Background: an optimization exercise with open tools, aiming at small area, a short achievable clock period and few clock cycles per item. Do not read the settings as production practice.
No functional check of the RTL was part of any run shown here.

==> flow/design.v, too long to show whole: its modules and the start of the top module <==
// module conv_fa: 10 lines
// module conv_ha: 9 lines
// module conv_stream_mac: 1838 lines
module conv_stream_mac
#(
    parameter int DATA_W = 8,
    parameter int KSIZE  = 4,
    parameter int OUT_W  = 16
) (
    input  logic                          clk,
    input  logic                          rst,
    input  logic                          k_valid,
    output logic                          k_ready,
    input  logic [DATA_W-1:0]             k_data,
    input  logic                          in_valid,
    output logic                          in_ready,
    input  logic [KSIZE*KSIZE*DATA_W-1:0] in_window,
    input  logic                          relu_en,
    output logic                          out_valid,
    input  logic                          out_ready,
    output logic [OUT_W-1:0]              out_data,
    output logic                          out_neg,
    output logic                          kernel_ok
);
  // ...
==> flow/run.sh <==
#!/bin/bash
# synth_recipe.tcl (not shown) runs the flow's synth.tcl, then flattens the netlist and writes it again
# the make line also repeats each setting of config.mk as NAME=value (left out here)
make -C /OpenROAD-flow-scripts/flow DESIGN_CONFIG=/design/flow/config.mk WORK_HOME=/design/flow/orfs CLKGATE_MAP_FILE= SYNTH_SCRIPT=/design/flow/synth_recipe.tcl finish
==> flow/config.mk <==
export PLATFORM = sky130hd
export DESIGN_NAME = conv_stream_mac
export DESIGN_NICKNAME = conv_stream_mac
export VERILOG_FILES = /design/flow/design.v
export SDC_FILE = /design/flow/constraint.sdc
export NUM_CORES = 4
export LEC_CHECK = 0
export ABC_AREA = 1
export CAP_MARGIN = 20
export CORE_MARGIN = 2
export CORE_UTILIZATION = 40
export SLEW_MARGIN = 20
export SYNTH_HIERARCHICAL = 1
==> flow/constraint.sdc <==
create_clock -name core_clock -period 5.5 [get_ports {clk}]
set_input_delay 1.1000 -clock core_clock [delete_from_list [all_inputs] [get_ports {clk}]]
set_output_delay 1.1000 -clock core_clock [all_outputs]
set_load 0.01 [all_outputs]
==> run summary, run 1 <==
commonest non-fill, non-tap cells in the layout=560 x fa_1, 415 x xor2_1, 407 x nand2_1; hold path cells=0; clk sinks=about 630; CTS Hold Bufs=0; Die ar.=a little over 0.1 mm²; Worst Path Buf+Inv=3; setup ws final=about 2.3 ns; sequential fraction of the synthesis area=37.3%; biggest regs=cs1 (288), kern (128), cs2 (70); first-pass GRT wire length=between 150 and 200 mm; crit end category=flop; WP depth=7; final hold violation count=0; crit path time final=around 3.2 ns; status=finished clean; CP endpoint=q1[14]; RePlAce Congestion=0.939; Rows=approximately 120; Post-Synth Adder-Cell Area=28.7%; main combinational cell family by area after synthesis=adder cells; Synth Flop Type=dfxtp_1; f_max=about 310 MHz; top cells by count, synth=560 x fa_1, 415 x xor2_1, 407 x nand2_1; worst path arrival time=roughly 3.6 ns; Clock-cell share=5.67%; layout cells sized above 1=about 6.3%
==> run 2: changes to the inputs <==
==> flow/flow/run.sh (new file) <==
#!/bin/bash
# Standard layout, but the port buffers are buf_2 cells instead of the
# default choice (a slow delay buffer), so inputs and outputs are not slowed.
set -euo pipefail
export BUFFER_PORTS_ARGS="-buffer_cell sky130_fd_sc_hd__buf_2"
bash standard.sh > standard_flow.log 2>&1
==> flow/standard.sh (new file) <==
#!/bin/bash
# synth_recipe.tcl (not shown) runs the flow's synth.tcl, then flattens the netlist and writes it again
# the make line also repeats each setting of config.mk as NAME=value (left out here)
make -C /OpenROAD-flow-scripts/flow DESIGN_CONFIG=/design/flow/config.mk WORK_HOME=/design/flow/orfs CLKGATE_MAP_FILE= SYNTH_SCRIPT=/design/flow/synth_recipe.tcl "${@:-finish}"
--- a/flow/config.mk
+++ b/flow/config.mk
@@ -10,4 +10,5 @@
 export CORE_MARGIN = 2
 export CORE_UTILIZATION = 40
+export SETUP_SLACK_MARGIN = 2.9
 export SLEW_MARGIN = 20
 export SYNTH_HIERARCHICAL = 1
removed: flow/run.sh
==> run summary, run 2 <==
most frequent cell after synthesis=fa_1; total core area=approximately 0.1 mm²; total routed wirelength=approximately 130 mm; initial core utilization=roughly 40%; die width=between 300 and 400 µm; Detail Route Antenna Nets=0; total of warnings raised by yosys=7; Post-Route M1 WL=roughly 54 mm; vias per inst=5.28; Finish-stage setup viols=0; RSZ-0062 raised after global routing=true; Post-synth EDFFs=224; Critical Path RT=approximately 6.0 ns; clk_skew=0.0274 ns; CTS clk-pin slew, worst paths=0.06 ns; clock latency (worst-skew pair)=0.65 ns; fin. max-slew vios=0; layout cells sized above 1=24.7% (+18 points); Die ar.=0.103 mm² (unchanged); Synth Flop Type=dfxtp_1; Final Net Count=~4,800; largest register by flop count=cs1; vias in the first global route=28,270; Port Buf Inserts=~160; commonest non-fill, non-tap cells in the layout=518 x fa_1, 395 x xor2_1, 387 x nand2_1; top cells by area, synth=fa_1 28%, dfxtp_1 19%, edfxtp_1 17%; post-DP HPWL=between 90 and 100 mm; All-Layer GR Usage=between 20% and 30%; routed wl met2=a little over 60 mm; Die Height=321 µm; CTS H-Tree Depth=3; worst r2r src=cs1[44]; drt first-iter violations=around 2,800; Ports=roughly 160; Mapped Cells=around 3,700; multi-input logic area=0.0247 mm²; CP Launch Point=cs1[44]; status=finished clean; gr ovfl total=0; hold wc startpoint=cs2[0]; CTS Buffer Depth=3; CTS Hold Bufs=0 (unchanged); crit path time final=2.62 ns (-0.585 ns); largest area contributor in the netlist=fa_1; TritonCTS clock tree=built; final hold violation count=0 (unchanged); worst path arrival time=3.12 ns (-0.48 ns); Worst slew margin=around 33%; Detailed Routing Iterations Pass 1=7; Slew @ Worst Pin=1.00 ns; clk sinks=633 (unchanged); RePlAce Congestion=0.952 (+1.4%); max FFs per register=around 290; Max Cap Violations=0; met3 WL=roughly 6.8 mm; Yosys top cell area share=27.9%; post-synthesis cell area=0.0402 mm²; startpoint types=flop; final core occ=between 40% and 50%; Rows=116 (unchanged); Top Layer Used=met5; Synth Register Bits=around 630; Avg WL per Cell=between 20 and 25 µm; P&R area growth vs syn=19.2%; top cells by count, synth=560 x fa_1, 415 x xor2_1, 407 x nand2_1; Fin Setup TNS=0 ns; Final Cycle Share=between 40% and 50%; root buffer cell=clkbuf_16; crit end category=flop; initial antenna violation count=3; sequential fraction of the synthesis area=37.3% (unchanged); crit-path max FO=1; setup ws final=2.88 ns (+0.585 ns); CP Class=reg -> reg; Netlist cell types=40; Syn Area/Cell=10.8 µm²; area occupied by registers=~0.015 mm²; Inserted Clock Buffers=74; f_max=382 MHz (+22%); FFs w/ async S/R, synth=2.84%; commonest non-fill, non-tap cell in the layout=fa_1; overall via count from detail_route=28,599; Filler Cells Inserted=9,066; biggest regs=cs1 (288), kern (128), cs2 (70); Hold Path Class=reg -> reg; DRC Markers=0; pre-CTS WS=2.41 ns; first-pass GRT wire length=184 mm (+1.1%); largest net degree at the start of global routing=59
[run 2: path summary, 6_finish.rpt]
kind / slack, ns / endpoint / depth (start not counted)
setup / recovery: 2.88 / cs2[4] / 4
hold / removal: 0.33 / cs3[0] / 0
setup reg to reg: 2.88 / cs2[4] / 4
hold reg to reg: 0.33 / cs3[0] / 0
max in group asynchronous: 4.45 / pv[2] / 2
min in group asynchronous: 0.58 / kernel_ok / 2
[run 2: layout make-up]
class,instances,share of cell area (%)
clock buffer,92,4.43
tap,1298,3.39
timing repair buffer,357,4.83
multi-input combinational,2597,51.5
sequential,633,31.4
inverter,390,3.31
timing repair inverter,1,0.0157
antenna,1,0.00522
clock inverter,46,1.07
[run 2: through the flow]
stage / cell area, µm² / cells / hold slack [ns]
after floorplan: 40600 / 3713 / 0.310
after global placement: 42600 / 5083 / 0.314
after detailed placement: 42600 / 5083 / 0.315
after CTS: 46400 / 5342 / 0.328
after global routing: 47900 / 5414 / 0.332
final: 47900 / 5415 / 0.326
[run 2: cells by family after synthesis]
logic type	share of synthesized area, %
flops	37.3
compound gates	11.9
mux	0.0560
buf+inv	4.74
other cells	0.00932
simple gates	8.11
xor+xnor	9.19
fa+ha+maj	28.7
[run 2: critical path, stage by stage (launching register included)]
cell and delay (ns):
dfxtp_2 0.39, fa_2 0.55, fa_1 0.61, fa_1 0.45, fa_1 0.49
[run 2: repair_timing]
action	in CTS	in global routing
cloned	1	1
gates resized for setup	83	279
setup buffers	120	69
endpoints found under the setup margin	242	231
pin swaps	26	172
endpoints found under the hold margin	0	0
[run 2: per-module statistics from Yosys (local to each module, per instance)]
| module | times used | flip-flops and latches |
|---|---|---|
| conv_fa | 558 | 0 |
| conv_ha | 6 | 0 |
| conv_stream_mac | 1 | 633 |
[run 2: metal layers]
metal,up-vias,GRT usage (%)
met2,985,41.0
met3,183,3.12
li1,12978,-
met1,14449,33.1
met5,-,0
met4,4,7.21

## afterwards: timing with drivers on the ports
The flow's constraints put no driver on any port. The routed layouts listed below were extracted and timed again, unchanged, in two steps.
Step 1 (the two cells are an assumption about what drives the block):
set clk [get_ports {clk}]
set_driving_cell -lib_cell sky130_fd_sc_hd__clkbuf_16 $clk
set_driving_cell -lib_cell sky130_fd_sc_hd__buf_2 [delete_from_list [all_inputs] $clk]
Step 2, shift: input delay + t, output delay - t, t = (earliest + latest rising clock arrival at the registers) / 2. This alone moves slack from input paths to output paths.
Slacks: ideal / step 1 / step 2; pairs: ideal / step 1.
| run | t, ns | setup slack, ns | hold WS [ns] |
|---|---|---|---|
| run 1 | 0.714 | 2.299 / 2.349 / 1.635 | 0.326 / 0.326 / 0.326 |
| run 2 | 0.707 | 2.884 / 2.884 / 2.355 | 0.326 / 0.326 / 0.326 |
After both steps every run listed still meets setup and hold. For run 1, which loses most, drivers alone change the setup slack by +0.050 ns; drivers and shift together by -0.664 ns.
